From an optimization exercise on the open Yosys and OpenROAD flow, aimed at small area, a short achievable clock period and few clock cycles per item; shortcuts taken in it are not production practice.
RTL that was checked went through simulation tests only; none was proved equivalent to the original.
For runs 3 and 4, only the layout was checked, not whether the RTL still works.
No activity file was given, so power comes from the tool's default toggle rates.

$ cat flow/design.v
`timescale 1ns/1ps
`default_nettype none
package mem_bus_pkg;
    localparam int unsigned ADDR_W = 32;
    localparam int unsigned BEAT_W = 64;
    localparam int unsigned WORD_W = 32;
    localparam int unsigned WORDS_PER_BEAT = BEAT_W / WORD_W;
endpackage
`default_nettype wire
`timescale 1ns/1ps
`default_nettype none
package stream_pkg;
    localparam int unsigned NODE_NUM = 4;
    localparam int unsigned LANE_FIFO_DEPTH = 8;
    localparam int unsigned MAX_OUTSTANDING = 16;
    localparam int unsigned COUNT_W = 4;
    localparam int unsigned OFFS_W = 17;
    localparam int unsigned CFG_W = 64;
    localparam int unsigned TRANS_W = NODE_NUM + 1;
endpackage
`default_nettype wire
`timescale 1ns/1ps
`default_nettype none
module stream_fifo #(
    parameter int unsigned WIDTH = 32,
    parameter int unsigned DEPTH = 8
) (
    input  logic                       clk_i,
    input  logic                       rst_ni,
    input  logic                       push_i,
    input  logic [WIDTH-1:0]           data_i,
    input  logic                       pop_i,
    output logic [WIDTH-1:0]           data_o,
    output logic                       empty_o,
    output logic                       full_o,
    output logic [$clog2(DEPTH+1)-1:0] count_o
);
    logic [WIDTH-1:0]           mem_q [DEPTH];
    logic [$clog2(DEPTH)-1:0]   wr_ptr_q;
    logic [$clog2(DEPTH)-1:0]   rd_ptr_q;
    logic [$clog2(DEPTH+1)-1:0] count_q;
    logic                       push_ok;
    logic                       pop_ok;
    assign empty_o = (count_q == '0);
    assign full_o  = (32'(count_q) == DEPTH);
    assign count_o = count_q;
    assign data_o  = mem_q[rd_ptr_q];
    assign push_ok = push_i && (!full_o || pop_i);
    assign pop_ok  = pop_i && !empty_o;
    always_ff @(posedge clk_i) begin
        if (push_ok) begin
            mem_q[wr_ptr_q] <= data_i;
        end
    end
    always_ff @(posedge clk_i or negedge rst_ni) begin
        if (!rst_ni) begin
            wr_ptr_q <= '0;
            rd_ptr_q <= '0;
            count_q  <= '0;
        end else begin
            if (push_ok) begin
                wr_ptr_q <= (32'(wr_ptr_q) == DEPTH - 1) ? '0 : wr_ptr_q + 1'b1;
            end
            if (pop_ok) begin
                rd_ptr_q <= (32'(rd_ptr_q) == DEPTH - 1) ? '0 : rd_ptr_q + 1'b1;
            end
            if (push_ok && !pop_ok) begin
                count_q <= count_q + 1'b1;
            end else if (!push_ok && pop_ok) begin
                count_q <= count_q - 1'b1;
            end
        end
    end
endmodule
`default_nettype wire
`timescale 1ns/1ps
`default_nettype none
module node_stream_lane (
    input  logic        clk_i,
    input  logic        rst_ni,
    input  logic [63:0] cfg_i,
    input  logic        active_i,
    input  logic        restart_i,
    input  logic        grant_i,
    input  logic        push_i,
    input  logic [31:0] word_i,
    output logic        req_o,
    output logic [31:0] req_addr_o,
    output logic        end_o,
    output logic [31:0] data_o,
    output logic        valid_o,
    input  logic        ready_i
);
    localparam int unsigned OFFS_W          = stream_pkg::OFFS_W;
    localparam int unsigned COUNT_W         = stream_pkg::COUNT_W;
    localparam int unsigned LANE_FIFO_DEPTH = stream_pkg::LANE_FIFO_DEPTH;
    logic [31:0]        cfg_base;
    logic [15:0]        cfg_size;
    logic [15:0]        cfg_stride;
    logic [OFFS_W-1:0]  offset_q;
    logic [COUNT_W-1:0] pending_q;
    logic [COUNT_W-1:0] fifo_count;
    logic [COUNT_W:0]   fill;
    logic               fifo_empty;
    logic               pop;
    assign cfg_base   = cfg_i[63:32];
    assign cfg_size   = cfg_i[31:16];
    assign cfg_stride = cfg_i[15:0];
    always_ff @(posedge clk_i or negedge rst_ni) begin
        if (!rst_ni) begin
            offset_q <= '0;
        end else if (restart_i) begin
            offset_q <= '0;
        end else if (grant_i) begin
            offset_q <= offset_q + {1'b0, cfg_stride};
        end
    end
    always_ff @(posedge clk_i or negedge rst_ni) begin
        if (!rst_ni) begin
            pending_q <= '0;
        end else if (grant_i && !push_i) begin
            pending_q <= pending_q + 1'b1;
        end else if (!grant_i && push_i) begin
            pending_q <= pending_q - 1'b1;
        end
    end
    assign fill  = {1'b0, fifo_count} + {1'b0, pending_q};
    assign end_o = (offset_q >= {1'b0, cfg_size});
    assign req_o      = active_i && !end_o && (32'(fill) < LANE_FIFO_DEPTH);
    assign req_addr_o = cfg_base + {{(32-OFFS_W){1'b0}}, offset_q};
    assign valid_o = !fifo_empty;
    assign pop     = valid_o && ready_i;
    stream_fifo #(
        .WIDTH (32),
        .DEPTH (LANE_FIFO_DEPTH)
    ) u_data_fifo (
        .clk_i   (clk_i),
        .rst_ni  (rst_ni),
        .push_i  (push_i),
        .data_i  (word_i),
        .pop_i   (pop),
        .data_o  (data_o),
        .empty_o (fifo_empty),
        .full_o  (),
        .count_o (fifo_count)
    );
endmodule
`default_nettype wire
`timescale 1ns/1ps
`default_nettype none
module read_issue_ctrl #(
    parameter int unsigned NODE_NUM = 4
) (
    input  logic                   clk_i,
    input  logic                   rst_ni,
    input  logic                   start_i,
    input  logic [NODE_NUM-1:0]    lane_req_i,
    input  logic [32*NODE_NUM-1:0] lane_addr_i,
    input  logic [NODE_NUM-1:0]    lane_end_i,
    input  logic                   outst_empty_i,
    input  logic                   outst_full_i,
    output logic [NODE_NUM-1:0]    grant_o,
    output logic                   active_o,
    output logic                   restart_o,
    output logic [NODE_NUM:0]      trans_o,
    output logic                   trans_push_o,
    output logic                   done_o,
    output logic [31:0]            ar_addr_o,
    output logic                   ar_valid_o,
    input  logic                   ar_ready_i
);
    logic                  run_q;
    logic                  run_d;
    logic [NODE_NUM-1:0]   rot_prev_q;
    logic [NODE_NUM-1:0]   rot_prev_d;
    logic [2*NODE_NUM-1:0] double_req;
    logic [2*NODE_NUM-1:0] double_grant;
    logic                  ar_free;
    logic                  arb_enable;
    logic                  new_trans;
    logic                  wait_q;
    logic                  wait_d;
    logic [31:0]           sel_addr;
    logic [31:0]           addr_q;
    always_comb begin
        run_d = run_q;
        if (start_i) begin
            run_d = 1'b1;
        end else if (run_q && (&lane_end_i) && outst_empty_i) begin
            run_d = 1'b0;
        end
    end
    assign active_o  = run_q;
    assign restart_o = run_q && !run_d;
    assign done_o    = !run_q;
    assign ar_free    = !wait_q || ar_ready_i;
    assign arb_enable = ar_free && !outst_full_i;
    always_comb begin
        double_req   = {lane_req_i, lane_req_i};
        double_grant = double_req & ~(double_req - {{NODE_NUM{1'b0}}, rot_prev_q});
        if (arb_enable) begin
            grant_o = double_grant[NODE_NUM-1:0] | double_grant[2*NODE_NUM-1:NODE_NUM];
        end else begin
            grant_o = '0;
        end
    end
    assign new_trans = |grant_o;
    assign rot_prev_d = new_trans ? {grant_o[NODE_NUM-2:0], grant_o[NODE_NUM-1]} : rot_prev_q;
    always_comb begin
        sel_addr = '0;
        for (int i = 0; i < NODE_NUM; i++) begin
            if (grant_o[i]) begin
                sel_addr = sel_addr | lane_addr_i[32*i +: 32];
            end
        end
    end
    assign wait_d = ar_free ? new_trans : wait_q;
    assign trans_o      = {grant_o, sel_addr[2]};
    assign trans_push_o = new_trans;
    assign ar_valid_o = wait_q;
    assign ar_addr_o  = {addr_q[31:3], 3'b000};
    always_ff @(posedge clk_i or negedge rst_ni) begin
        if (!rst_ni) begin
            run_q      <= 1'b0;
            wait_q     <= 1'b0;
            rot_prev_q <= {{(NODE_NUM-1){1'b0}}, 1'b1};
        end else begin
            run_q      <= run_d;
            wait_q     <= wait_d;
            rot_prev_q <= rot_prev_d;
        end
    end
    always_ff @(posedge clk_i) begin
        if (new_trans) begin
            addr_q <= sel_addr;
        end
    end
endmodule
`default_nettype wire
`timescale 1ns/1ps
`default_nettype none
module read_return_steer #(
    parameter int unsigned NODE_NUM        = 4,
    parameter int unsigned MAX_OUTSTANDING = 10
) (
    input  logic                clk_i,
    input  logic                rst_ni,
    input  logic [NODE_NUM:0]   trans_i,
    input  logic                trans_push_i,
    input  logic [63:0]         r_data_i,
    input  logic                r_valid_i,
    output logic                r_ready_o,
    output logic [31:0]         word_o,
    output logic [NODE_NUM-1:0] lane_push_o,
    output logic                outst_empty_o,
    output logic                outst_full_o
);
    logic [NODE_NUM:0] head;
    assign r_ready_o = 1'b1;
    assign word_o = head[0] ? r_data_i[63:32] : r_data_i[31:0];
    assign lane_push_o = r_valid_i ? head[NODE_NUM:1] : '0;
    stream_fifo #(
        .WIDTH (NODE_NUM + 1),
        .DEPTH (MAX_OUTSTANDING)
    ) u_tracker (
        .clk_i   (clk_i),
        .rst_ni  (rst_ni),
        .push_i  (trans_push_i),
        .data_i  (trans_i),
        .pop_i   (r_valid_i),
        .data_o  (head),
        .empty_o (outst_empty_o),
        .full_o  (outst_full_o),
        .count_o ()
    );
endmodule
`default_nettype wire
`timescale 1ns/1ps
`default_nettype none
module stream_reader_top (
    input  logic          clk_i,
    input  logic          rst_ni,
    input  logic          start_i,
    input  logic [255:0]  lane_cfg_i,
    output logic          done_o,
    output logic [31:0]   ar_addr_o,
    output logic          ar_valid_o,
    input  logic          ar_ready_i,
    input  logic [63:0]   r_data_i,
    input  logic          r_valid_i,
    output logic          r_ready_o,
    output logic [127:0]  data_o,
    output logic [3:0]    valid_o,
    input  logic [3:0]    ready_i
);
    localparam int unsigned NL    = stream_pkg::NODE_NUM;
    localparam int unsigned TRK_D = stream_pkg::MAX_OUTSTANDING;
    localparam int unsigned PTR_W = $clog2(TRK_D);
    logic        run_q;
    logic        issued_q;    
    logic [1:0]  cur_q;       
    logic [31:2] addr_q;      
    logic [15:0] rem_q;       
    logic        end_q;       
    logic [15:2] step_q;      
    logic        s4_q;        
    logic        trk_empty;
    logic [1:0]  nxt;
    logic [31:2] nxt_base;
    logic [15:0] nxt_size;
    logic [15:2] nxt_stride;
    logic        nxt_s4;
    logic        reading;
    logic        lane_end;
    logic        lane_load;
    logic        two;
    logic        ar_take;
    logic        last_rd;
    logic        trk_full_q;
    logic        drained;
    assign nxt = cur_q + 1'b1;
    always_comb begin
        nxt_base   = lane_cfg_i[64*nxt+34 +: 30];
        nxt_size   = lane_cfg_i[64*nxt+16 +: 16];
        nxt_stride = lane_cfg_i[64*nxt+2 +: 14];
    end
    assign nxt_s4 = (nxt_stride == 14'd1);
    assign reading   = run_q && !issued_q;
    assign lane_end  = end_q;
    assign lane_load = start_i || (reading && lane_end && cur_q != 2'(NL - 1));
    assign two = s4_q && !addr_q[2] && (rem_q > 16'd4);
    assign last_rd = (rem_q <= {step_q, 2'b00});
    assign ar_valid_o = reading && !lane_end && !trk_full_q;
    assign ar_addr_o  = {addr_q[31:3], 3'b000};
    assign ar_take    = ar_valid_o && ar_ready_i;
    assign drained    = issued_q && trk_empty;
    assign done_o     = !run_q || drained;
    always_ff @(posedge clk_i or negedge rst_ni) begin
        if (!rst_ni) begin
            run_q    <= 1'b0;
            issued_q <= 1'b0;
            cur_q    <= 2'(NL - 1);
            end_q    <= 1'b1;
        end else begin
            if (lane_load) begin
                end_q <= (nxt_size == '0);
            end else if (ar_take) begin
                end_q <= last_rd;
            end
            if (start_i) begin
                run_q <= 1'b1;
            end else if (drained) begin
                run_q <= 1'b0;
            end
            if (lane_load) begin
                cur_q    <= nxt;
                issued_q <= 1'b0;
            end else if (reading && lane_end) begin
                issued_q <= 1'b1;
            end
        end
    end
    always_ff @(posedge clk_i) begin
        if (lane_load) begin
            addr_q <= nxt_base;
            rem_q  <= nxt_size;
            s4_q   <= nxt_s4;
            step_q <= nxt_s4 ? (nxt_base[2] ? 14'd1 : 14'd2) : nxt_stride;
        end else if (ar_take) begin
            addr_q <= addr_q + {16'b0, step_q};
            rem_q  <= rem_q - {step_q, 2'b00};
            if (s4_q) begin
                step_q <= 14'd2;
            end
        end
    end
    logic [3:0]       ring_q [TRK_D];
    logic [PTR_W-1:0] wr_q;
    logic [PTR_W-1:0] rd_q;
    logic [PTR_W:0]   cnt_q;
    logic [NL-1:0]    sel_q;
    logic             half_q;
    logic             last_q;
    logic [3:0]       entry;
    logic [3:0]       load;
    logic [NL-1:0]    load_sel;
    logic [NL-1:0]    pop_sel;
    logic             take;
    logic             pop;
    logic             to_head;
    logic             from_ring;
    assign entry     = {cur_q, addr_q[2], two};
    assign trk_empty = (cnt_q == '0);
    assign pop_sel = last_q ? sel_q : '0;
    assign take    = r_valid_i && |(ready_i & sel_q);
    assign pop     = r_valid_i && |(ready_i & pop_sel);
    assign to_head   = ar_take && ((cnt_q == '0) || ((cnt_q == 1) && pop));
    assign from_ring = pop && (cnt_q > 1);
    assign load      = from_ring ? ring_q[rd_q] : entry;
    for (genvar l = 0; l < NL; l++) begin : g_sel
        assign load_sel[l] = (load[3:2] == 2'(l));
    end
    always_ff @(posedge clk_i) begin
        ring_q[wr_q] <= entry;
    end
    always_ff @(posedge clk_i or negedge rst_ni) begin
        if (!rst_ni) begin
            wr_q   <= '0;
            rd_q   <= '0;
            cnt_q  <= '0;
            sel_q  <= '0;
            trk_full_q <= 1'b0;
            half_q <= 1'b0;
            last_q <= 1'b0;
        end else begin
            if (ar_take && !to_head) begin
                wr_q <= wr_q + 1'b1;
            end
            if (from_ring) begin
                rd_q <= rd_q + 1'b1;
            end
            trk_full_q <= !pop && (trk_full_q || (ar_take && 32'(cnt_q) == TRK_D - 1));
            if (ar_take && !pop) begin
                cnt_q <= cnt_q + 1'b1;
            end else if (!ar_take && pop) begin
                cnt_q <= cnt_q - 1'b1;
            end
            if (to_head || from_ring) begin
                sel_q  <= load_sel;
                half_q <= load[1];
                last_q <= !load[0];
            end else if (pop) begin
                sel_q  <= '0;
            end else if (take) begin
                half_q <= 1'b1;
                last_q <= 1'b1;
            end
        end
    end
    assign r_ready_o = pop;
    for (genvar l = 0; l < NL; l++) begin : g_lane
        assign valid_o[l]         = r_valid_i && sel_q[l];
        assign data_o[32*l +: 32] = half_q ? r_data_i[63:32] : r_data_i[31:0];
    end
endmodule
`default_nettype wire
$ cat flow/flow/run.sh
#!/bin/bash
# Standard layout, with the smallest plain buffer on every port
set -o pipefail
export BUFFER_PORTS_ARGS="-buffer_cell sky130_fd_sc_hd__buf_1"
bash standard.sh > standard.log 2>&1
$ cat flow/standard.sh
#!/bin/bash
# synth_recipe.tcl (not shown) runs the flow's synth.tcl, then flattens the netlist and writes it again
# the make line also repeats each setting of config.mk as NAME=value (left out here)
make -C /OpenROAD-flow-scripts/flow DESIGN_CONFIG=/design/flow/config.mk WORK_HOME=/design/flow/orfs CLKGATE_MAP_FILE= SYNTH_SCRIPT=/design/flow/synth_recipe.tcl "${@:-finish}"
$ cat flow/config.mk
export PLATFORM = sky130hd
export DESIGN_NAME = stream_reader_top
export DESIGN_NICKNAME = stream_reader_top
export VERILOG_FILES = /design/flow/design.v
export SDC_FILE = /design/flow/constraint.sdc
export NUM_CORES = 4
export LEC_CHECK = 0
export CAP_MARGIN = 20
export CORE_MARGIN = 2
export CORE_UTILIZATION = 40
export SETUP_SLACK_MARGIN = 3.0
export SLEW_MARGIN = 20
$ cat flow/constraint.sdc
create_clock -name core_clock -period 5.5 [get_ports {clk_i}]
set_input_delay 1.1000 -clock core_clock [delete_from_list [all_inputs] [get_ports {clk_i}]]
set_output_delay 1.1000 -clock core_clock [all_outputs]
set_load 0.01 [all_outputs]
==> impl_metrics.json, run 1 <==
{
  "tns_ns": 0,
  "wirelength_mm": 34.98,
  "initial_core_util_pct": 40.47,
  "worst_pin_slew_ns": 0.7348,
  "p_int_uw": 5811,
  "io_pins": 496,
  "critPathMaxStageDelay_ns": 0.18,
  "power_density_mw_per_mm2": 662.1,
  "slew_headroom_pct": 50.91,
  "cap_violations": 0,
  "crit_chain": "buf_1 -> a22oi_2 -> a21boi_4 -> nand2_2 -> inv_2 -> buf_6",
  "drive_gt1_share_pct": 30.77,
  "dr_total_vias": 9031,
  "switchingPower_uw": 3973,
  "worstSkewPairLatency_ns": 0.42,
  "clock_path_buffers": 2,
  "vias_per_cell": 5.376,
  "fmax_ghz": 0.3534,
  "layout-area-overhead-vs-synth_pct": 36.62,
  "reg2reg_slack_ns": 2.97,
  "path_class": "in2out",
  "period_needed_ns": 2.830,
  "status": "timing/DRC/antenna clean",
  "clkTransAtPathRegs_ns": 0.06,
  "worstSetupStartpointType": "primary input",
  "r2r_cells": 9,
  "leakage_uw": 0.005760,
  "overflow": 0,
  "crit_path_max_fanout": 2,
  "ff_latch_area_mm2": 0.004407,
  "dominantRegCellSynth": "edfxtp_1",
  "worstSetupStartpoint": "ready_i[1]",
  "min_period_over_period_pct": 51.45,
  "syn_inst": 934,
  "end_kind": "output port",
  "numPortBuffers": 476,
  "grt_pass1_vias": 8452,
  "r2r-end": "addr_q[16]",
  "fin_nets": 1697,
  "gp_congestion": 0.8920,
  "synth-edff-count": 125,
  "crit_end": "r_ready_o",
  "skew_ns": 0.01211,
  "synth_area_per_cell_um2": 11.58,
  "fp.coreArea_mm2": 0.02673,
  "slew_viol_final": 0,
  "drc": 0,
  "crit_path_top_delay_cell": "a21boi_4",
  "die_h_um": 168.4,
  "synth_common_cells": "buf_4 (131), edfxtp_1 (125), nand2_1 (91)",
  "crit_required_ns": 4.40,
  "p_sw_share_pct": 40.61,
  "n_fill_cell": 2240,
  "combPwrFrac_pct": 63.1,
  "dpl_cell_area_mm2": 0.01210,
  "synth_area_leaders": "edfxtp_1 (35%), mux4_2 (14%), buf_4 (9.1%)",
  "drtIter0Drc": 607,
  "cts_max_level": 4,
  "ys_seq_area_share_pct": 40.52,
  "cts-root-buf": "clkbuf_16",
  "synth_compound_area_share_pct": 7.577,
  "grt_setup_unrepaired": "yes",
  "reg2reg_from": "addr_q[2]",
  "grt_max_degree": 64,
  "grtUsageTotal_pct": 22.97,
  "synthMuxAreaShare_pct": 20.53,
  "netlist.area_leader.share_pct": 34.70,
  "synth_cell_type_count": 57,
  "rows": 60,
  "synth_top_family_by_area": "multiplexers",
  "hold_viol_final": 0,
  "die_w_um": 168.4,
  "wl_per_cell_um": 20.82,
  "cts_buffers": 17,
  "critical_path_arrival_ns": 1.73,
  "cts_tree": "done",
  "cts.sinks": 150,
  "vdd_drop_max_uv": 292.1,
  "grt_first_pass_wirelength_mm": 48.80,
  "synth_simple_gate_area_share_pct": 10.27,
  "async_reset_ff_share_pct": 16.67,
  "pwr-share-seq_pct": 23.8,
  "fin_area_mm2": 0.01478,
  "yosys_warnings": 1,
  "fp.dieArea_mm2": 0.02837,
  "ant_nets": 0,
  "num_antenna_cells": 0,
  "setup_violations": 0,
  "synth_fa_ha_area_share_pct": 4.997,
  "hpwl_mm": 25.79,
  "clock_power_share_pct": 13.1,
  "dr.pass1.iters": 5,
  "multi_input_area_mm2": 0.005634,
  "antenna_found_initial": 1,
  "synth_top_cell_by_area": "edfxtp_1",
  "synth_area_mm2": 0.01082,
  "min_path_type": "reg2reg",
  "ys_ff_latch": 150,
  "hold_buffers": 0,
  "yosysMostFrequentCell": "buf_4",
  "synth_xor_area_share_pct": 3.968
}
## cell type report
cell class	count	share of cell area (%)
multi-input combinational	575	38.13
sequential	150	29.82
timing repair buffer	542	23.82
clock buffer	19	2.929
tap	341	2.887
clock inverter	13	1.389
inverter	40	1.033
## worst max-delay path, delay by kind of cell
| kind | cells | cell delay [ns] |
|---|---|---|
| compound gates | 2 | 0.26 |
| simple gates | 1 | 0.07 |
| buf+inv | 3 | 0.28 |
## cell families (layout without fill, tap and decap cells)
family	Yosys count	in the layout
fa+ha+maj	42	42
simple gates	229	229
mux	116	116
compound gates	136	136
buf+inv	211	614
flops	150	150
other cells	1	3
xor+xnor	49	49
## timing repair
action                                 4_1_cts  5_1_grt
endpoints found under the hold margin        0        0
setup buffers                               27       30
setup endpoints to repair                  268      176
cloned                                       1        2
pin swaps                                   11       35
resized for setup                          284      124
## state kept, by name, summed over array words and instances (netlist names)
signal,count
last_q,1
cur_q,2
s4_q,1
run_q,1
sel_q,4
step_q,14
half_q,1
wr_q,4
rem_q,16
trk_full_q,1
rd_q,4
addr_q,30
cnt_q,5
issued_q,1
ring_q,64
end_q,1
## how the worst min path moves through the flow
stage | from | endpoint | slack (ns) | depth (start not counted)
finish | cnt_q[2] | cnt_q[2] | 0.56 | 1
global route | cnt_q[2] | cnt_q[2] | 0.59 | 1
CTS | cnt_q[3] | cnt_q[3] | 0.53 | 1
detailed placement | trk_full_q | trk_full_q | 0.50 | 2
global placement | cnt_q[3] | cnt_q[3] | 0.50 | 1
floorplan | trk_full_q | trk_full_q | 0.46 | 2
## per-stage QoR
step | setup WS [ns] | utilization (%) | power [uW] | cells | hold WS (ns)
3_5_place_dp | 1.748 | 45.27 | 7033 | 1588 | 0.5034
3_3_place_gp | 1.811 | 45.27 | 6971 | 1588 | 0.4996
2_1_floorplan | 2.864 | - | 6185 | 936 | 0.4635
4_1_cts | 2.672 | 52.65 | 9156 | 1648 | 0.5332
5_1_grt | 2.634 | 55.29 | 10380 | 1680 | 0.5936
6_report | 2.670 | 55.29 | 9784 | 1680 | 0.5646
## routing by layer
layer / track usage, % / up-vias / part of all wire, % / wire [um]
met2: 41.53 / 441 / 52 / 18240
met4: 11.43 / 2 / 4.7 / 1646
met1: 26.85 / 4400 / 38 / 13190
met3: 2.985 / 72 / 5.4 / 1893
li1: - / 4116 / - / -
met5: 0 / - / 0.037 / 13
## layout by cell type (no fill, tap or decap), types with 4 or more instances in the layout
| cell | n |
|---|---|
| buf_1 | 335 |
| buf_6 | 146 |
| edfxtp_1 | 125 |
| nand2_1 | 88 |
| mux4_2 | 68 |
| buf_4 | 50 |
| o21ai_0 | 42 |
| inv_1 | 34 |
| mux2_4 | 33 |
| nor2_1 | 32 |
| ha_1 | 31 |
| xnor2_1 | 29 |
| a21oi_1 | 23 |
| and2_1 | 22 |
| xor2_1 | 20 |
| clkbuf_16 | 19 |
| o21ai_1 | 13 |
| dfrtp_1 | 13 |
| and3_1 | 12 |
| o211ai_1 | 12 |
| nand3_1 | 11 |
| mux4_1 | 10 |
| a21o_1 | 8 |
| nor4_1 | 8 |
| ha_4 | 8 |
| dfrtp_2 | 7 |
| nor3_4 | 6 |
| nand4_1 | 6 |
| nor2b_1 | 6 |
| inv_2 | 5 |
| nor3_1 | 5 |
| nand2b_1 | 5 |
| bufinv_16 | 5 |
| o21ai_2 | 4 |
| nor3b_1 | 4 |
| nor4_2 | 4 |
| and2_4 | 4 |
| a31oi_1 | 4 |
| mux2i_1 | 4 |
| buf_12 | 4 |
## power by group through the flow
stage	registers (uW)	clock network, uW	logic, uW
global route	2390	1330	6660
floorplan	2120	0	4070
detailed placement	2480	0	4550
CTS	2320	1290	5550
finish	2330	1280	6180
global placement	2470	0	4510
Testbench counts, summed over its fixed seeds: cycles 28,101, words 20,790.
==> run 2, diff against run 1 <==
--- a/flow/config.mk
+++ b/flow/config.mk
@@ -10,3 +10,3 @@
 export CORE_UTILIZATION = 40
-export SETUP_SLACK_MARGIN = 3.0
+export SETUP_SLACK_MARGIN = 2.5
 export SLEW_MARGIN = 20
==> run 2 against run 1 <==
Area after synthesis stayed put; combinational power decreased by 24%; first-iteration DRC count is 28% lower; fmax down 3.7%; clock-buffer cell count increased by 1; die area unchanged; cell count down 3.2%; synthesized cell count stayed put; sequential share of layout area rose by 4.8 points; largest power group unchanged; critical path type unchanged; setup slack got worse by 0.11 ns; cell area is 14% lower; critical endpoint unchanged.
==> impl_metrics.json, run 2 <==
{
  "slew_viol_final": 0,
  "drc": 0,
  "io_pins": 496,
  "fp.coreArea_mm2": 0.02673,
  "wirelength_mm": 30.90,
  "path_delay_family": "buffers and inverters",
  "fmax_ghz": 0.3402,
  "multi_input_area_mm2": 0.005199,
  "synth_area_mm2": 0.01082,
  "worst_pin_slew_ns": 0.8674,
  "synth-edff-count": 125,
  "crit_chain": "buf_1 -> a22oi_2 -> a21boi_4 -> nand2_2 -> inv_2 -> buf_2",
  "yosys_warnings": 1,
  "clock_path_buffers": 2,
  "ys_ff_latch": 150,
  "fp.dieArea_mm2": 0.02837,
  "rows": 60,
  "grt_max_degree": 65,
  "fin_nets": 1643,
  "status": "timing/DRC/antenna clean",
  "path_buf_inv": 3,
  "min_from": "trk_full_q",
  "reg2reg_from": "rd_q[1]",
  "ff_latch_area_mm2": 0.004387,
  "cts_max_level": 4,
  "worstSetupStartpointType": "primary input",
  "cts_tree": "done",
  "power_density_mw_per_mm2": 648.7,
  "ant_nets": 0,
  "overflow": 0,
  "grt_pass1_vias": 8097,
  "skew_ns": 0.01269,
  "synth_area_leaders": "edfxtp_1 (35%), mux4_2 (14%), buf_4 (9.1%)",
  "synth_top_cell_by_area": "edfxtp_1",
  "die_h_um": 168.4,
  "grt_first_pass_wirelength_mm": 44.71,
  "cts_buffers": 17,
  "leakage_uw": 0.004519,
  "min_path_type": "reg2reg",
  "r2r_cells": 5,
  "initial_core_util_pct": 40.47,
  "netlist.area_leader.share_pct": 34.70,
  "slew_headroom_pct": 42.17,
  "layout_common_cells": "buf_1 (474), edfxtp_1 (125), nand2_1 (89)",
  "dr.pass1.iters": 5,
  "grtUsageTotal_pct": 20.89,
  "largest_register": "ring_q",
  "hold_viol_final": 0,
  "vias_per_cell": 5.251,
  "layout-area-overhead-vs-synth_pct": 17.24,
  "wl_per_cell_um": 19.00,
  "async_reset_ff_share_pct": 16.67,
  "yosysMostFrequentCell": "buf_4",
  "worstSkewPairLatency_ns": 0.42,
  "synth_area_per_cell_um2": 11.58,
  "ys_seq_area_share_pct": 40.52,
  "syn_inst": 934,
  "n_fill_cell": 2503,
  "largest_reg_flops": 64,
  "antenna_found_initial": 0,
  "hold_end": "trk_full_q",
  "critPathMaxStageDelay_ns": 0.20,
  "r2r-end": "sel_q[3]",
  "numPortBuffers": 476,
  "end_kind": "output port",
  "layout_commonest_cell": "buf_1",
  "setup_violations": 0,
  "crit_path_max_fanout": 4,
  "crit_required_ns": 4.40,
  "reg2reg_slack_ns": 2.70,
  "num_antenna_cells": 0,
  "cts.sinks": 150,
  "min_period_over_period_pct": 53.45,
  "path_class": "in2out",
  "critical_path_arrival_ns": 1.84,
  "clkTransAtPathRegs_ns": 0.06,
  "gp_congestion": 0.9107,
  "holdPathStages": 2,
  "cts-root-buf": "clkbuf_16",
  "die_w_um": 168.4,
  "drtIter0Drc": 437,
  "synth_cell_type_count": 57,
  "dp_slack_ns": 1.970,
  "drive_gt1_share_pct": 12.68,
  "vdd_drop_max_uv": 315.8,
  "dr_total_vias": 8538,
  "finalWorstSetupSlack_ns": 2.560,
  "period_needed_ns": 2.940,
  "crit_path_top_delay_cell": "a21boi_4",
  "reg_top3": "ring_q x64, addr_q x30, rem_q x16",
  "dominantRegCellSynth": "edfxtp_1",
  "synth_common_cells": "buf_4 (131), edfxtp_1 (125), nand2_1 (91)",
  "grt_setup_unrepaired": "no",
  "hpwl_mm": 24.73,
  "tns_ns": 0,
  "cap_violations": 0
}
-- run 2: changes by cell type in the layout (fill, tap and decap cells not counted), moves of 8 or more --
| cell | before | now |
|---|---|---|
| buf_4 | 50 | 10 |
| buf_6 | 146 | 0 |
| mux2_2 | 1 | 33 |
| dfrtp_1 | 13 | 22 |
| buf_1 | 335 | 474 |
| ha_1 | 31 | 39 |
| o21ai_0 | 42 | 52 |
| mux2_4 | 33 | 1 |
-- run 2: worst min-delay path: cells and delay by family, from the launching register on --
family          cells  cell delay (ns)
compound gates      1             0.05
flops               1             0.35
simple gates        1             0.08
-- run 2: how the worst max path moves through the flow --
stage	to	cells past startpoint	from	slack (ns)
finish	r_ready_o	6	ready_i[2]	2.56
global route	data_o[60]	3	half_q	2.50
CTS	done_o	4	cnt_q[2]	2.51
detailed placement	end_q	7	cur_q[0]	1.97
global placement	end_q	7	cur_q[0]	1.97
floorplan	addr_q[24]	10	addr_q[2]	2.74
-- run 2: cell families (layout without fill, tap and decap cells) --
logic type	Yosys count	count (layout)	synth area share (%)
and+or+nand+nor	229	229	10.27
muxes	116	116	20.53
buffers and inverters	211	560	12.10
adders and majority gates	42	42	4.997
AOI/OAI and AO/OA	136	136	7.577
DFF	150	150	40.52
xor gates and xnor gates	49	49	3.968
other	1	3	0.03467
-- run 2: area by class of cell --
cell class                 count  area share (%)
inverter                      40           1.184
tap                          341           3.365
clock inverter                12           1.401
timing repair buffer         488           15.02
sequential                   150           34.59
multi-input combinational    575           41.00
clock buffer                  20           3.444
-- run 2: what timing repair did --
item	in CTS	in global routing
pin swaps	1	1
endpoints found under the setup margin	35	41
gates resized for setup	7	7
buffers inserted	2	2
hold buffers	0	0
-- run 2: power by group --
part	switching (uW)	internal (uW)	total, uW
Clock	459	759	1220
Combinational	2580	2090	4670
Sequential	443	1890	2340
-- run 2: through the flow --
step / hold WS (ns) / instances / util (%) / power [uW] / cell area, um2
2_1_floorplan: 0.4635 / 936 / - / 6050 / 10830
3_3_place_gp: 0.5000 / 1590 / 44.71 / 6834 / 11950
3_5_place_dp: 0.5032 / 1590 / 44.71 / 6905 / 11950
4_1_cts: 0.5130 / 1624 / 47.23 / 8214 / 12620
5_1_grt: 0.5522 / 1626 / 47.45 / 8814 / 12680
6_report: 0.5153 / 1626 / 47.45 / 8226 / 12680
-- run 2: routing by layer --
layer / GRT usage [%] / wire (um)
met5: 0 / 0
met4: 10.01 / 1340
met3: 2.468 / 1380
met2: 37.14 / 15830
met1: 25.27 / 12350
==> run 3, diff against run 2 <==
--- a/flow/design.v
+++ b/flow/design.v
@@ -306,2 +306,3 @@
     logic        s4_q;        
+    logic        first_q;     
     logic        trk_empty;
@@ -364,4 +365,5 @@
         if (lane_load) begin
-            addr_q <= nxt_base;
-            rem_q  <= nxt_size;
+            addr_q  <= nxt_base;
+            rem_q   <= nxt_size;
+            first_q <= 1'b1;
             s4_q   <= nxt_s4;
@@ -369,3 +371,4 @@
         end else if (ar_take) begin
-            addr_q <= addr_q + {16'b0, step_q};
+            addr_q  <= addr_q + {16'b0, step_q};
+            first_q <= 1'b0;
             rem_q  <= rem_q - {step_q, 2'b00};
@@ -376,3 +379,3 @@
     end
-    logic [3:0]       ring_q [TRK_D];
+    logic [2:0]       ring_q [TRK_D];
     logic [PTR_W-1:0] wr_q;
@@ -380,2 +383,3 @@
     logic [PTR_W:0]   cnt_q;
+    logic [1:0]       rl_q;       
     logic [NL-1:0]    sel_q;
@@ -383,5 +387,6 @@
     logic             last_q;
-    logic [3:0]       entry;
-    logic [3:0]       load;
-    logic [NL-1:0]    load_sel;
+    logic [2:0]       entry;
+    logic [2:0]       load;
+    logic [NL-1:0]    has_words;
+    logic [1:0]       load_lane;
     logic [NL-1:0]    pop_sel;
@@ -391,3 +396,3 @@
     logic             from_ring;
-    assign entry     = {cur_q, addr_q[2], two};
+    assign entry     = {first_q, addr_q[2], two};
     assign trk_empty = (cnt_q == '0);
@@ -399,4 +404,16 @@
     assign load      = from_ring ? ring_q[rd_q] : entry;
-    for (genvar l = 0; l < NL; l++) begin : g_sel
-        assign load_sel[l] = (load[3:2] == 2'(l));
+    for (genvar l = 0; l < NL; l++) begin : g_has
+        assign has_words[l] = |lane_cfg_i[64*l+16 +: 16];
+    end
+    always_comb begin
+        load_lane = rl_q;
+        if (load[2]) begin
+            if (has_words[2'(rl_q + 2'd1)]) begin
+                load_lane = rl_q + 2'd1;
+            end else if (has_words[2'(rl_q + 2'd2)]) begin
+                load_lane = rl_q + 2'd2;
+            end else if (has_words[2'(rl_q + 2'd3)]) begin
+                load_lane = rl_q + 2'd3;
+            end
+        end
     end
@@ -407,9 +424,10 @@
         if (!rst_ni) begin
-            wr_q   <= '0;
-            rd_q   <= '0;
-            cnt_q  <= '0;
-            sel_q  <= '0;
+            wr_q       <= '0;
+            rd_q       <= '0;
+            cnt_q      <= '0;
+            rl_q       <= 2'(NL - 1);
+            sel_q      <= '0;
             trk_full_q <= 1'b0;
-            half_q <= 1'b0;
-            last_q <= 1'b0;
+            half_q     <= 1'b0;
+            last_q     <= 1'b0;
         end else begin
@@ -427,4 +445,11 @@
             end
+            if (start_i) begin
+                rl_q <= 2'(NL - 1);
+            end else if (to_head || from_ring) begin
+                rl_q <= load_lane;
+            end
             if (to_head || from_ring) begin
-                sel_q  <= load_sel;
+                for (int l = 0; l < NL; l++) begin
+                    sel_q[l] <= (load_lane == 2'(l));
+                end
                 half_q <= load[1];
==> run 3 against run 2 <==
Still clean; via count is 5.9% higher; sequential share of layout area decreased by 2.7 points; clock skew increased by 0.0071 ns; die area decreased by 2.2%; cell area fell by 1.6%.
==> impl_metrics.json, run 3 <==
{
  "slew_headroom_pct": 52.55,
  "layout-area-overhead-vs-synth_pct": 18.07,
  "die_w_um": 166.5,
  "antenna_found_initial": 11,
  "path_class": "reg2reg",
  "end_kind": "register",
  "dr_total_vias": 9038,
  "worstSetupStartpoint": "rem_q[2]",
  "hold_viol_final": 0,
  "yosysMostFrequentCell": "buf_4",
  "largest_register": "ring_q",
  "finalPower_uw": 8150,
  "period_needed_ns": 2.974,
  "wirelength_mm": 35.06,
  "power_density_mw_per_mm2": 653.2,
  "worstSetupStartpointType": "register",
  "ys_ff_latch": 137,
  "dominantRegCellSynth": "edfxtp_1",
  "clock_path_buffers": 2,
  "layout_commonest_cell": "buf_1",
  "ff_latch_area_mm2": 0.003980,
  "reg2reg_from": "rem_q[2]",
  "skew_ns": 0.01975,
  "synth_area_per_cell_um2": 11.11,
  "critical_path_arrival_ns": 3.34,
  "hpwl_mm": 28.39,
  "yosys_warnings": 1,
  "ys_seq_area_share_pct": 37.62,
  "synth_top_cell_by_area": "edfxtp_1",
  "tns_ns": 0,
  "grt_max_degree": 46,
  "min_period_over_period_pct": 54.08,
  "cts.sinks": 137,
  "gp_congestion": 0.9135,
  "dr.pass1.iters": 5,
  "die_h_um": 166.5,
  "vdd_drop_max_uv": 329.5,
  "reg_top3": "ring_q x48, addr_q x30, rem_q x16",
  "fp.coreArea_mm2": 0.02598,
  "synth_common_cells": "buf_4 (129), edfxtp_1 (109), nand2_1 (76)",
  "synth_area_mm2": 0.01057,
  "timing.hold.ws_ns": 0.4894,
  "setup_violations": 0,
  "slew_viol_final": 0,
  "syn_inst": 951,
  "netlist.area_leader.share_pct": 30.97,
  "initial_core_util_pct": 40.67,
  "fin_area_mm2": 0.01248,
  "ant_nets": 0,
  "clkTransAtPathRegs_ns": 0.06,
  "overflow": 0,
  "drc": 0,
  "async_reset_ff_share_pct": 19.71,
  "synth_cell_type_count": 70,
  "numPortBuffers": 476,
  "cts_buffers": 17,
  "leakage_uw": 0.004473,
  "grt_first_pass_wirelength_mm": 50.29,
  "grt_setup_unrepaired": "yes",
  "multi_input_area_mm2": 0.005365,
  "fp.dieArea_mm2": 0.02774,
  "status": "timing/DRC/antenna clean",
  "worstSkewPairLatency_ns": 0.44,
  "synth_area_leaders": "edfxtp_1 (31%), mux4_2 (15%), buf_4 (9.2%)",
  "min_path_type": "reg2reg",
  "cts_tree": "done",
  "finish.utilization_pct": 48.02,
  "worst_pin_slew_ns": 0.7107,
  "synth-edff-count": 109,
  "dpl_cell_area_mm2": 0.01173,
  "drtIter0Drc": 943,
  "crit_required_ns": 5.87,
  "rows": 59,
  "crit_path_max_fanout": 3,
  "fmax_ghz": 0.3362,
  "fin_nets": 1664,
  "io_pins": 496,
  "largest_reg_flops": 48,
  "drive_gt1_share_pct": 14.01,
  "cts-root-buf": "clkbuf_16",
  "n_fill_cell": 2441,
  "wl_per_cell_um": 21.25,
  "cts_max_level": 4,
  "layout_common_cells": "buf_1 (474), edfxtp_1 (109), nand2_1 (75)",
  "vias_per_cell": 5.478,
  "min_from": "cur_q[1]",
  "grtUsageTotal_pct": 24.21,
  "grt_pass1_vias": 8093,
  "cap_violations": 0
}
==> run 3: cell count changes in the layout (fill, tap and decap cells not counted), moves of 10 or more <==
| cell | previous run | this run |
|---|---|---|
| nor4_1 | 13 | 23 |
| nor2_1 | 34 | 44 |
| a31oi_1 | 5 | 15 |
| edfxtp_1 | 125 | 109 |
| nand2_1 | 89 | 75 |
==> run 3: per-layer routing <==
metal	up-vias	wire length [um]	track usage (%)
met2	449	14490	31.24
met4	6	265	4.573
met1	4428	16250	38.46
li1	4134	-	-
met5	-	34	0
met3	21	4029	8.769
==> run 3: cell type report <==
| cell class | instances | area share [%] |
|---|---|---|
| flip-flops and latches | 137 | 31.90 |
| clock inverters | 13 | 1.073 |
| diodes | 9 | 0.1805 |
| clock buffers | 19 | 3.550 |
| repair buffers | 491 | 15.49 |
| inverters | 48 | 1.444 |
| well taps | 335 | 3.359 |
| multi-input cells | 598 | 43.00 |
==> run 3: worst paths after layout <==
check,endpoint,slack (ns),cells after the start
setup / recovery,end_q,2.53,11
hold / removal,cur_q[1],0.49,2
setup reg to reg,end_q,2.53,11
hold reg to reg,cur_q[1],0.49,2
max in group asynchronous,rl_q[1],4.48,2
min in group asynchronous,run_q,0.68,2
==> run 3: cell families (layout without fill, tap and decap cells) <==
kind of cell	count (synthesis)	after routing	synth area share, %
AO/OA/AOI/OAI	156	156	9.863
XOR/XNOR	36	36	2.984
other	1	12	0.03549
buffers and inverters	218	571	12.48
flip-flops	137	137	37.62
AND/OR/NAND/NOR	250	250	11.90
adder cells (fa/ha/maj)	42	42	5.115
multiplexers	111	111	20.01
==> run 3: timing repair <==
| action | in CTS | in global routing |
|---|---|---|
| gates resized for setup | 4 | 13 |
| pin swaps | 3 | 1 |
| endpoints found under the setup margin | 54 | 26 |
| buffers inserted | 5 | 1 |
| hold buffers | 0 | 0 |
==> run 3: critical path, cell delays in order (launching register included) <==
cell      delay (ns)
edfxtp_1        0.37
inv_1           0.09
ha_1            0.18
inv_1           0.06
fa_1            0.40
a21o_1          0.19
a21o_1          0.21
a21oi_1         0.27
o21ai_0         0.23
o31a_1          0.30
o41ai_1         0.41
o22a_1          0.22
==> run 3: through the flow <==
step / cells / setup slack, ns
3_3_place_gp: 1603 / 1.940
3_5_place_dp: 1603 / 1.858
4_1_cts: 1640 / 2.491
6_report: 1650 / 2.526
2_1_floorplan: 953 / 2.525
5_1_grt: 1641 / 2.391
==> run 3: power breakdown <==
group          total, uW  internal, uW  switching, uW  leakage, uW
clock network       1130           647            486     0.000279
logic               4820          2120           2710      0.00281
registers           2190          1750            439      0.00139
==> run 4, diff against run 3 <==
==> flow/flow/run.sh (replaced) <==
#!/bin/bash
# Standard layout, with the smallest plain buffer on every port and a
# clock tree of mid-size buffers without dummy loads
set -o pipefail
export BUFFER_PORTS_ARGS="-buffer_cell sky130_fd_sc_hd__buf_1"
export CTS_ARGS="-sink_clustering_enable -repair_clock_nets -dont_use_dummy_load -buf_list {sky130_fd_sc_hd__clkbuf_4 sky130_fd_sc_hd__clkbuf_8}"
bash standard.sh > standard.log 2>&1
==> run 4 against run 3 <==
Area after synthesis is the same; worst hold slack gained 0.0044 ns; wire length shrank 0.39%; critical endpoint unchanged; largest power group unchanged; via count shrank 0.31%; combinational power is essentially flat; total power shrank 6.3%; clock-buffer cell count shrank 2; first-iteration DRC count shrank 2.4%; synthesized cell count is the same; still clean on timing, DRC and antenna; critical path type unchanged.
==> impl_metrics.json, run 4 <==
{
  "status": "timing/DRC/antenna clean",
  "leakage_uw": 0.004318,
  "synth-edff-count": 109,
  "syn_inst": 951,
  "synth_cell_type_count": 70,
  "hold_buffers": 0,
  "die_h_um": 166.5,
  "synth_area_per_cell_um2": 11.11,
  "synth_area_mm2": 0.01057,
  "overflow": 0,
  "ys_seq_area_share_pct": 37.62,
  "n_fill_cell": 2473,
  "cap_violations": 0,
  "grt_first_pass_wirelength_mm": 49.91,
  "layout_commonest_cell": "buf_1",
  "cts.sinks": 137,
  "hold_viol_final": 0,
  "hpwl_mm": 28.39,
  "finalWorstSetupSlack_ns": 2.530,
  "drc": 0,
  "worstSkewPairLatency_ns": 0.45,
  "ys_ff_latch": 137,
  "grtUsageTotal_pct": 23.98,
  "die_w_um": 166.5,
  "skew_ns": 0.04532,
  "worstSetupStartpointType": "register",
  "power_density_mw_per_mm2": 628.9,
  "min_period_over_period_pct": 54.00,
  "vias_per_cell": 5.511,
  "grt_max_degree": 46,
  "crit_chain": "inv_1 -> ha_1 -> inv_1 -> fa_1 -> a21o_1 -> a21o_1 -> a21oi_1 -> o21ai_0 -> o31a_1 -> o41ai_1 -> o22a_1",
  "vdd_drop_max_uv": 317.1,
  "largest_reg_flops": 48,
  "crit_required_ns": 5.87,
  "dp_cells": 1603,
  "wl_per_cell_um": 21.36,
  "dominantRegCellSynth": "edfxtp_1",
  "period_needed_ns": 2.970,
  "clock_path_buffers": 2,
  "slew_viol_final": 0,
  "wirelength_mm": 34.93,
  "critical_path_arrival_ns": 3.34,
  "ant_nets": 0,
  "setup_violations": 0,
  "path_class": "reg2reg",
  "dr.pass1.iters": 5,
  "grt_setup_unrepaired": "yes",
  "numPortBuffers": 476,
  "tns_ns": 0,
  "dp_slack_ns": 1.858,
  "reg_top3": "ring_q x48, addr_q x30, rem_q x16",
  "yosysMostFrequentCell": "buf_4",
  "netlist.area_leader.share_pct": 30.97,
  "reg2reg_slack_ns": 2.53,
  "fmax_ghz": 0.3367,
  "slew_headroom_pct": 51.77,
  "drtIter0Drc": 920,
  "gp_congestion": 0.9135,
  "critPathMaxStageDelay_ns": 0.41,
  "clkTransAtPathRegs_ns": 0.07,
  "fp.coreArea_mm2": 0.02598,
  "yosys_warnings": 1,
  "cts_max_level": 4,
  "layout_common_cells": "buf_1 (474), edfxtp_1 (109), nand2_1 (75)",
  "grt_pass1_vias": 8067,
  "dr_total_vias": 9010,
  "async_reset_ff_share_pct": 19.71,
  "synth_top_cell_by_area": "edfxtp_1",
  "fp.dieArea_mm2": 0.02774,
  "antenna_found_initial": 10,
  "drive_gt1_share_pct": 13.09,
  "fin_nets": 1664,
  "end_kind": "register",
  "worst_pin_slew_ns": 0.7225,
  "instances_no_fill": 1635,
  "initial_core_util_pct": 40.67,
  "cts-root-buf": "clkbuf_8",
  "largest_register": "ring_q",
  "cts_buffers": 17,
  "crit_path_top_delay_cell": "o41ai_1",
  "rows": 59,
  "synth_area_leaders": "edfxtp_1 (31%), mux4_2 (15%), buf_4 (9.2%)",
  "io_pins": 496,
  "crit_path_max_fanout": 3,
  "layout-area-overhead-vs-synth_pct": 14.86,
  "cts_tree": "done",
  "min_path_type": "reg2reg",
  "finish.utilization_pct": 46.71,
  "synth_common_cells": "buf_4 (129), edfxtp_1 (109), nand2_1 (76)"
}
==> run 4: layout make-up <==
class,instances,area (um2),area share [%]
diodes,9,22.52,0.1855
clock buffers,17,234.0,1.928
inverters,48,180.2,1.484
multi-input cells,598,5365,44.20
flip-flops and latches,137,3980,32.79
well taps,335,419.2,3.453
repair buffers,491,1937,15.96
==> run 4: worst paths after layout <==
check	start	depth (start not counted)	end
setup / recovery	rem_q[2]	11	end_q
hold / removal	cur_q[1]	2	cur_q[1]
setup reg to reg	rem_q[2]	11	end_q
hold reg to reg	cur_q[1]	2	cur_q[1]
max in group asynchronous	rst_ni	2	rl_q[0]
min in group asynchronous	rst_ni	2	rd_q[3]
==> run 4: kinds of logic after synthesis <==
group / share of synthesized area (%)
AOI/OAI and AO/OA: 9.863
xor gates and xnor gates: 2.984
adders and majority gates: 5.115
buffers and inverters: 12.48
DFF: 37.62
muxes: 20.01
other: 0.03549
and+or+nand+nor: 11.90
==> run 4: power by group <==
part | switching, uW | internal [uW] | leakage, uW
Sequential | 437 | 1750 | 0.00139
Clock | 342 | 272 | 0.000122
Combinational | 2710 | 2120 | 0.00281
==> run 4: critical path, delay by kind of cell, from the launching register on <==
kind	cells	cell delay [ns]
adders and majority gates	2	0.58
DFF	1	0.36
buffers and inverters	2	0.15
AOI/OAI and AO/OA	7	1.82
==> run 4: timing repair <==
| action | in CTS | in global routing |
|---|---|---|
| setup endpoints to repair | 54 | 21 |
| resized for setup | 5 | 12 |
| cloned | 0 | 0 |
| setup buffers | 4 | 2 |
| pin swaps | 1 | 3 |
==> run 4: per-stage QoR <==
step / total power (uW) / hold slack (ns) / instance area (um2)
2_1_floorplan: 5932 / 0.4368 / 10580
3_3_place_gp: 6784 / 0.4491 / 11730
3_5_place_dp: 6850 / 0.4627 / 11730
4_1_cts: 7549 / 0.4890 / 12040
5_1_grt: 8185 / 0.4993 / 12120
6_report: 7633 / 0.4938 / 12140
==> run 4: metal layers <==
layer  global-route usage [%]  up-vias  wire, um
met5                        0        -        20
met4                    4.348        4       320
met3                    9.030       26      4336
met2                    30.79      476     14330
met1                    38.06     4384     15920
li1                         -     4120         -
==> run 5, diff against run 4 <==
--- a/flow/design.v
+++ b/flow/design.v
@@ -379,3 +379,3 @@
     end
-    logic [2:0]       ring_q [TRK_D];
+    logic [1:0]       ring_q [TRK_D];
     logic [PTR_W-1:0] wr_q;
@@ -387,4 +387,6 @@
     logic             last_q;
-    logic [2:0]       entry;
-    logic [2:0]       load;
+    logic [1:0]       entry;
+    logic [1:0]       load;
+    logic [NL-1:0]    lane_s4;
+    logic [NL-1:0]    lane_odd;
     logic [NL-1:0]    has_words;
@@ -396,3 +398,3 @@
     logic             from_ring;
-    assign entry     = {first_q, addr_q[2], two};
+    assign entry     = {first_q, s4_q ? two : addr_q[2]};
     assign trk_empty = (cnt_q == '0);
@@ -406,2 +408,4 @@
         assign has_words[l] = |lane_cfg_i[64*l+16 +: 16];
+        assign lane_s4[l]   = (lane_cfg_i[64*l+2 +: 14] == 14'd1);
+        assign lane_odd[l]  = lane_cfg_i[64*l+34];
     end
@@ -409,3 +413,3 @@
         load_lane = rl_q;
-        if (load[2]) begin
+        if (load[1]) begin
             if (has_words[2'(rl_q + 2'd1)]) begin
@@ -454,4 +458,9 @@
                 end
-                half_q <= load[1];
-                last_q <= !load[0];
+                if (lane_s4[load_lane]) begin
+                    half_q <= load[1] && lane_odd[load_lane];
+                    last_q <= !load[0];
+                end else begin
+                    half_q <= load[0];
+                    last_q <= 1'b1;
+                end
             end else if (pop) begin
--- a/flow/config.mk
+++ b/flow/config.mk
@@ -9,3 +9,3 @@
 export CORE_MARGIN = 2
-export CORE_UTILIZATION = 40
+export CORE_UTILIZATION = 60
 export SETUP_SLACK_MARGIN = 2.5
==> run 5 against run 4 <==
The run now fails in I/O pin placement (3_2_place_iop); synthesized cell count rose by 1.1%; area after synthesis shrank 3.6%.
==> impl_metrics.json, run 5 <==
{
  "haltStage": "I/O pin placement (3_2_place_iop)",
  "rows": 47,
  "synth_area_leaders": "edfxtp_1 (27%), mux4_2 (15%), buf_4 (9.5%)",
  "synth-edff-count": 93,
  "syn_inst": 961,
  "status": "did not finish",
  "yosys_warnings": 1,
  "ys_ff_latch": 121,
  "run.stop_error": "[ERROR PPL-0024] Number of IO pins (496) exceeds maximum number of available positions (478). Increase the die perimeter from 537.34um to 674.56um.",
  "synth_top_cell_by_area": "edfxtp_1",
  "synth_common_cells": "buf_4 (129), edfxtp_1 (93), nand2_1 (82)",
  "dominantRegCellSynth": "edfxtp_1",
  "synth_cell_type_count": 71,
  "initial_core_util_pct": 61.46,
  "synth_area_per_cell_um2": 10.61,
  "synth_area_mm2": 0.01019,
  "die_h_um": 134.3,
  "yosysMostFrequentCell": "buf_4",
  "ys_seq_area_share_pct": 34.29,
  "die_w_um": 134.3,
  "async_reset_ff_share_pct": 22.31,
  "netlist.area_leader.share_pct": 27.40
}
## run 5: changes by cell type after synthesis, moves of 9 or more
| cell | before | now |
|---|---|---|
| a31oi_1 | 16 | 7 |
| edfxtp_1 | 109 | 93 |
| inv_1 | 48 | 36 |
| nor2_1 | 44 | 34 |
| nor3_1 | 4 | 17 |
| o21ai_0 | 46 | 57 |
## run 5: cell families after synthesis
logic type	synth area share (%)
xor+xnor	3.351
fa+ha+maj	5.303
compound gates	10.14
buf+inv	12.46
other cells	0.03679
mux	19.91
flops	34.29
simple gates	14.51
Testbench counts of run 5, summed over its fixed seeds: cycles 28,101, words 20,790.
==> run 6, diff against run 5 <==
--- a/flow/config.mk
+++ b/flow/config.mk
@@ -9,3 +9,3 @@
 export CORE_MARGIN = 2
-export CORE_UTILIZATION = 60
+export CORE_UTILIZATION = 40
 export SETUP_SLACK_MARGIN = 2.5
==> run 6 against run 5 <==
Now clean on timing, DRC and antenna; synthesized cell count unchanged; area after synthesis unchanged.
==> impl_metrics.json, run 6 <==
{
  "largest_register": "ring_q",
  "skew_ns": 0.03078,
  "reg2reg_slack_ns": 2.62,
  "numPortBuffers": 476,
  "synth_area_leaders": "edfxtp_1 (27%), mux4_2 (15%), buf_4 (9.5%)",
  "end_kind": "output port",
  "ant_nets": 0,
  "hpwl_mm": 30.17,
  "finish.utilization_pct": 47.69,
  "crit_path_top_delay_cell": "a22oi_2",
  "cts.sinks": 121,
  "crit_path_max_fanout": 7,
  "n_fill_cell": 2418,
  "min_period_over_period_pct": 54.10,
  "instances_no_fill": 1661,
  "synth_common_cells": "buf_4 (129), edfxtp_1 (93), nand2_1 (82)",
  "use_met3_pct": 6.094,
  "clkTransAtPathRegs_ns": 0.05,
  "tns_ns": 0,
  "cts_tree": "done",
  "leakage_uw": 0.004235,
  "critical_path_arrival_ns": 1.88,
  "r2r_cells": 12,
  "dp_cells": 1610,
  "grtUsageMet1_pct": 31.31,
  "timing.hold.ws_ns": 0.4748,
  "grt_pass1_vias": 8590,
  "crit_chain": "buf_1 -> a22oi_2 -> a21boi_4 -> nand2_2 -> clkinv_4 -> buf_2",
  "worstSkewPairLatency_ns": 0.45,
  "wl_per_cell_um": 22.51,
  "clock_path_buffers": 2,
  "synth_area_per_cell_um2": 10.61,
  "reg2reg_from": "step_q[3]",
  "critPathMaxStageDelay_ns": 0.25,
  "syn_inst": 961,
  "async_reset_ff_share_pct": 22.31,
  "hold_viol_final": 0,
  "netlist.area_leader.share_pct": 27.40,
  "power_density_mw_per_mm2": 638.7,
  "holdPathStages": 2,
  "busiest_layer": "met2",
  "hold_buffers": 0,
  "slew_viol_final": 0,
  "grtUsageTotal_pct": 26.54,
  "antenna_found_initial": 15,
  "cts_max_level": 4,
  "worst_pin_slew_ns": 1.002,
  "wirelength_mm": 37.40,
  "path_class": "in2out",
  "slew_headroom_pct": 32.26,
  "largest_reg_flops": 32,
  "cts-root-buf": "clkbuf_8",
  "yosys_warnings": 1,
  "reg_top3": "ring_q x32, addr_q x30, rem_q x16",
  "period_needed_ns": 2.976,
  "dr_total_vias": 9266,
  "fmax_ghz": 0.3361,
  "die_h_um": 163.6,
  "grt_setup_unrepaired": "no",
  "layout_common_cells": "buf_1 (474), edfxtp_1 (93), nand2_1 (80)",
  "r2r-end": "addr_q[26]",
  "dominantRegCellSynth": "edfxtp_1",
  "overflow": 0,
  "io_pins": 496,
  "ys_ff_latch": 121,
  "drive_gt1_share_pct": 14.37,
  "layout_commonest_cell": "buf_1",
  "initial_core_util_pct": 40.59,
  "synth_cell_type_count": 71,
  "setup_violations": 0,
  "grtUsageMet2_pct": 46.72,
  "min_from": "cur_q[1]",
  "die_w_um": 163.6,
  "yosysMostFrequentCell": "buf_4",
  "worstSetupStartpointType": "primary input",
  "grt_first_pass_wirelength_mm": 51.53,
  "vdd_drop_max_uv": 221.7,
  "status": "timing/DRC/antenna clean",
  "fp.dieArea_mm2": 0.02677,
  "vias_per_cell": 5.579,
  "rows": 58,
  "drc": 0,
  "grt_max_degree": 55,
  "synth_top_cell_by_area": "edfxtp_1",
  "fp.coreArea_mm2": 0.02511,
  "hold_end": "cur_q[1]",
  "ys_seq_area_share_pct": 34.29,
  "synth-edff-count": 93,
  "cap_violations": 0,
  "layout-area-overhead-vs-synth_pct": 17.48,
  "gp_congestion": 0.9481,
  "fin_nets": 1695,
  "min_path_type": "reg2reg",
  "cts_buffers": 17,
  "dr.pass1.iters": 6,
  "drtIter0Drc": 742,
  "synth_area_mm2": 0.01019,
  "crit_required_ns": 4.40
}
## run 6: cell counts after synthesis
Identical to the previous run, type by type.
## run 6: area by class of cell
class | instances | area [um2] | share of cell area (%)
multi-input cells | 638 | 5529 | 46.18
flip-flops and latches | 121 | 3502 | 29.25
repair buffers | 508 | 2123 | 17.73
well taps | 330 | 412.9 | 3.448
clock buffers | 17 | 234.0 | 1.954
inverters | 38 | 150.1 | 1.254
diodes | 9 | 22.52 | 0.1881
## run 6: logic make-up (layout without fill, tap and decap cells)
| logic type | Yosys count | after routing | share of synthesized area, % |
|---|---|---|---|
| compound gates | 158 | 158 | 10.14 |
| xor+xnor | 39 | 39 | 3.351 |
| fa+ha+maj | 42 | 42 | 5.303 |
| buf+inv | 204 | 563 | 12.46 |
| flops | 121 | 121 | 34.29 |
| mux | 110 | 110 | 19.91 |
| other cells | 1 | 12 | 0.03679 |
| simple gates | 286 | 286 | 14.51 |
## run 6: worst max-delay path by stage
stage / start / to / slack, ns / cells past startpoint
2_1_floorplan: ready_i[2] / half_q / 2.47 / 10
3_3_place_gp: cur_q[0] / step_q[2] / 2.04 / 7
3_5_place_dp: r_valid_i / half_q / 1.98 / 10
4_1_cts: r_valid_i / last_q / 2.51 / 10
5_1_grt: step_q[3] / addr_q[18] / 2.48 / 11
6_report: ready_i[2] / r_ready_o / 2.52 / 6
## run 6: timing repair
item,4_1_cts,5_1_grt
pin swaps,4,5
endpoints found under the hold margin,0,0
cloned,0,1
setup buffers,7,17
endpoints found under the setup margin,169,26
resized for setup,12,16
## run 6: power by group
| part | internal, uW | total [uW] | switching, uW |
|---|---|---|---|
| logic | 2300 | 5090 | 2790 |
| clock network | 271 | 585 | 314 |
| registers | 1570 | 1970 | 397 |
## run 6: metal layers
layer | up-vias | wire (um)
met1 | 4516 | 14370
met5 | - | 0
met2 | 473 | 19040
met3 | 59 | 2864
li1 | 4218 | -
met4 | 0 | 1123
## run 6: through the flow
stage | setup WS [ns] | total power [uW] | area [um2]
2_1_floorplan | 2.469 | 5695 | 10200
3_3_place_gp | 2.036 | 6578 | 11340
3_5_place_dp | 1.977 | 6636 | 11350
4_1_cts | 2.506 | 7391 | 11720
5_1_grt | 2.482 | 8181 | 11970
6_report | 2.524 | 7648 | 11970
## run 6: critical path: cells and delay by family
kind | cells | cell delay [ns]
buffers and inverters | 3 | 0.31
AOI/OAI and AO/OA | 2 | 0.36
and+or+nand+nor | 1 | 0.11
==> run 7, diff against run 6 <==
==> flow/flow/run.sh (replaced) <==
#!/bin/bash
# Standard layout, with the smallest plain buffer on every port
set -o pipefail
export BUFFER_PORTS_ARGS="-buffer_cell sky130_fd_sc_hd__buf_1"
bash standard.sh > standard.log 2>&1
==> run 7 against run 6 <==
Register-to-register slack hardly changed; first-iteration DRC count rose by 2.6%; clock-buffer cell count grew 7; die area unchanged; sequential power barely moved; clock skew fell by 0.022 ns; total power grew 7.1%; cell area increased by 3.2%; via count increased by 0.24%.
==> impl_metrics.json, run 7 <==
{
  "status": "timing/DRC/antenna clean",
  "synth_cell_type_count": 71,
  "grt_first_pass_wirelength_mm": 51.47,
  "overflow": 0,
  "hold_viol_final": 0,
  "numPortBuffers": 476,
  "grt_setup_unrepaired": "yes",
  "grt_pass1_vias": 8620,
  "synth_area_per_cell_um2": 10.61,
  "synth_compound_area_share_pct": 10.14,
  "end_kind": "output port",
  "holdPathStages": 2,
  "synth_fa_ha_area_share_pct": 5.303,
  "crit_path_max_fanout": 7,
  "cts.sinks": 121,
  "leakage_uw": 0.004412,
  "antenna_found_initial": 17,
  "synthMuxAreaShare_pct": 19.91,
  "layout_common_cells": "buf_1 (474), edfxtp_1 (93), nand2_1 (80)",
  "n_fill_cell": 2370,
  "vias_per_cell": 5.542,
  "cts-root-buf": "clkbuf_16",
  "ant_nets": 0,
  "critical_path_arrival_ns": 1.87,
  "vdd_drop_max_uv": 253.5,
  "fmax_ghz": 0.3371,
  "clock_power_share_pct": 13.7,
  "largest_reg_flops": 32,
  "die_w_um": 163.6,
  "layout-area-overhead-vs-synth_pct": 21.21,
  "worst_pin_slew_ns": 1.022,
  "power_density_mw_per_mm2": 663.2,
  "synth-edff-count": 93,
  "setup_violations": 0,
  "fp.coreArea_mm2": 0.02511,
  "synth_xor_area_share_pct": 3.351,
  "min_period_over_period_pct": 53.94,
  "synth_top_cell_by_area": "edfxtp_1",
  "cts_buffers": 17,
  "hpwl_mm": 30.17,
  "die_h_um": 163.6,
  "worstSkewPairLatency_ns": 0.42,
  "reg2reg_from": "step_q[3]",
  "cts_max_level": 4,
  "yosys_warnings": 1,
  "crit_required_ns": 4.40,
  "p_int_uw": 4578,
  "r2r-end": "addr_q[28]",
  "drc": 0,
  "min_path_type": "reg2reg",
  "fp.dieArea_mm2": 0.02677,
  "fin_nets": 1695,
  "reg_top3": "ring_q x32, addr_q x30, rem_q x16",
  "min_from": "cur_q[1]",
  "cts_tree": "done",
  "pwr-share-seq_pct": 24.3,
  "rows": 58,
  "dominantRegCellSynth": "edfxtp_1",
  "slew_headroom_pct": 30.93,
  "clock_path_buffers": 2,
  "synth_top_family_by_area": "multiplexers",
  "switchingPower_uw": 3615,
  "slew_viol_final": 0,
  "initial_core_util_pct": 40.59,
  "worstSetupStartpointType": "primary input",
  "finalWorstSetupSlack_ns": 2.533,
  "grtUsageTotal_pct": 26.53,
  "ys_seq_area_share_pct": 34.29,
  "dr_total_vias": 9288,
  "drtIter0Drc": 761,
  "skew_ns": 0.009278,
  "period_needed_ns": 2.967,
  "dr.pass1.iters": 5,
  "synth_area_mm2": 0.01019,
  "layout_commonest_cell": "buf_1",
  "wl_per_cell_um": 22.36,
  "syn_inst": 961,
  "reg2reg_slack_ns": 2.63,
  "path_class": "in2out",
  "p_sw_share_pct": 44.12,
  "cap_violations": 0,
  "yosysMostFrequentCell": "buf_4",
  "combPwrFrac_pct": 62.0,
  "r2r_cells": 12,
  "hold_end": "cur_q[1]",
  "synth_simple_gate_area_share_pct": 14.51,
  "clkTransAtPathRegs_ns": 0.05,
  "wirelength_mm": 37.47,
  "dp_slack_ns": 1.977,
  "gp_congestion": 0.9481,
  "tns_ns": 0,
  "hold_buffers": 0,
  "io_pins": 496,
  "ys_ff_latch": 121,
  "async_reset_ff_share_pct": 22.31,
  "synth_common_cells": "buf_4 (129), edfxtp_1 (93), nand2_1 (82)",
  "grt_max_degree": 55,
  "largest_register": "ring_q",
  "synth_area_leaders": "edfxtp_1 (27%), mux4_2 (15%), buf_4 (9.5%)",
  "drive_gt1_share_pct": 15.41,
  "netlist.area_leader.share_pct": 27.40
}
==> run 7: area by class of cell <==
type	instances	area (um2)	area share, %
Multi-Input combinational cell	638	5558	44.99
Clock inverter	8	52.55	0.4254
Antenna cell	9	22.52	0.1823
Clock buffer	24	545.5	4.416
Tap cell	330	412.9	3.342
Timing Repair Buffer	508	2111	17.09
Sequential cell	121	3502	28.35
Inverter	38	150.1	1.215
==> run 7: power by group through the flow <==
stage | Combinational (uW) | Clock (uW) | Sequential, uW
after detailed placement | 4580 | 0 | 2060
after CTS | 4710 | 1130 | 2030
after global routing | 5520 | 1170 | 2040
after global placement | 4530 | 0 | 2050
after floorplan | 3920 | 0 | 1770
final | 5080 | 1120 | 1990
==> run 7: repair_timing <==
action	4_1_cts	5_1_grt
buffers inserted	4	20
gates cloned	0	1
hold endpoints to repair	0	0
pin swaps	4	5
gates resized for setup	14	18
setup endpoints to repair	169	40
==> run 7: cells by family after synthesis <==
logic type / after synthesis
adders and majority gates: 42
AOI/OAI and AO/OA: 158
muxes: 110
and+or+nand+nor: 286
buffers and inverters: 204
other: 1
DFF: 121
xor gates and xnor gates: 39
==> run 7: through the flow <==
stage / hold slack, ns / utilization, % / instances / cell area, um2 / total power (uW)
final: 0.4747 / 49.20 / 1676 / 12350 / 8193
after global routing: 0.5158 / 49.18 / 1674 / 12350 / 8735
after CTS: 0.4773 / 47.98 / 1646 / 12050 / 7877
after detailed placement: 0.4519 / 45.19 / 1610 / 11350 / 6636
after global placement: 0.4506 / 45.17 / 1610 / 11340 / 6578
after floorplan: 0.4368 / - / 963 / 10200 / 5695
==> run 7: worst max path at each step <==
| stage | slack, ns | from | to |
|---|---|---|---|
| floorplan | 2.47 | ready_i[2] | half_q |
| global route | 2.48 | step_q[3] | addr_q[18] |
| global placement | 2.04 | cur_q[0] | step_q[2] |
| finish | 2.53 | ready_i[2] | r_ready_o |
| CTS | 2.50 | cur_q[0] | addr_q[16] |
| detailed placement | 1.98 | r_valid_i | half_q |
==> run 7: layer usage <==
metal / part of all wire, % / wire length [um] / GRT usage (%) / up-vias
met2: 51 / 18950 / 46.26 / 473
met3: 8.2 / 3074 / 5.714 / 77
met4: 3.6 / 1339 / 11.48 / 0
li1: - / - / - / 4237
met5: 0 / 0 / 0 / -
met1: 38 / 14110 / 31.46 / 4501
==> run 7: worst max-delay path, cell delays in order <==
cell and delay [ns]:
buf_1 0.08, a22oi_2 0.25, a21boi_4 0.11, nand2_2 0.10
clkinv_4 0.08, buf_2 0.15

==> re-timing with driven ports <==
The results above use ideal ports. As a check the final layouts listed here were re-extracted and re-timed, cells and wires unchanged.
Step 1, drivers: a clkbuf_16 drives clk_i and a buf_2 each remaining input, both assumed.
Step 2 times the ports against the registers' clock, not the clock port: input delays grow and output delays shrink by t, the midpoint of the rising clock arrivals with the driver on.
Three values: ideal, step 1, step 2; two values: the first two.
run	t, ns	setup slack, ns	worst setup path after step 2	slew at the worst register clock pin (ns)	worst data-port slew with drivers (ns)
run 1	0.461	2.670 / 2.625 / 2.625	input to output	0.07 / 0.07	0.09
run 2	0.456	2.560 / 2.522 / 2.393	input to register	0.07 / 0.07	0.09
run 3	0.477	2.526 / 2.520 / 2.114	input to register	0.08 / 0.08	0.16
run 4	0.478	2.530 / 2.530 / 2.148	input to register	0.10 / 0.10	0.16
run 6	0.485	2.524 / 2.503 / 2.075	input to register	0.08 / 0.08	0.18
run 7	0.471	2.533 / 2.512 / 2.144	input to register	0.06 / 0.06	0.21
After both steps setup and hold are still met in every run listed. For run 6, which loses most, drivers alone change the setup slack by -0.021 ns; drivers and shift together by -0.449 ns.
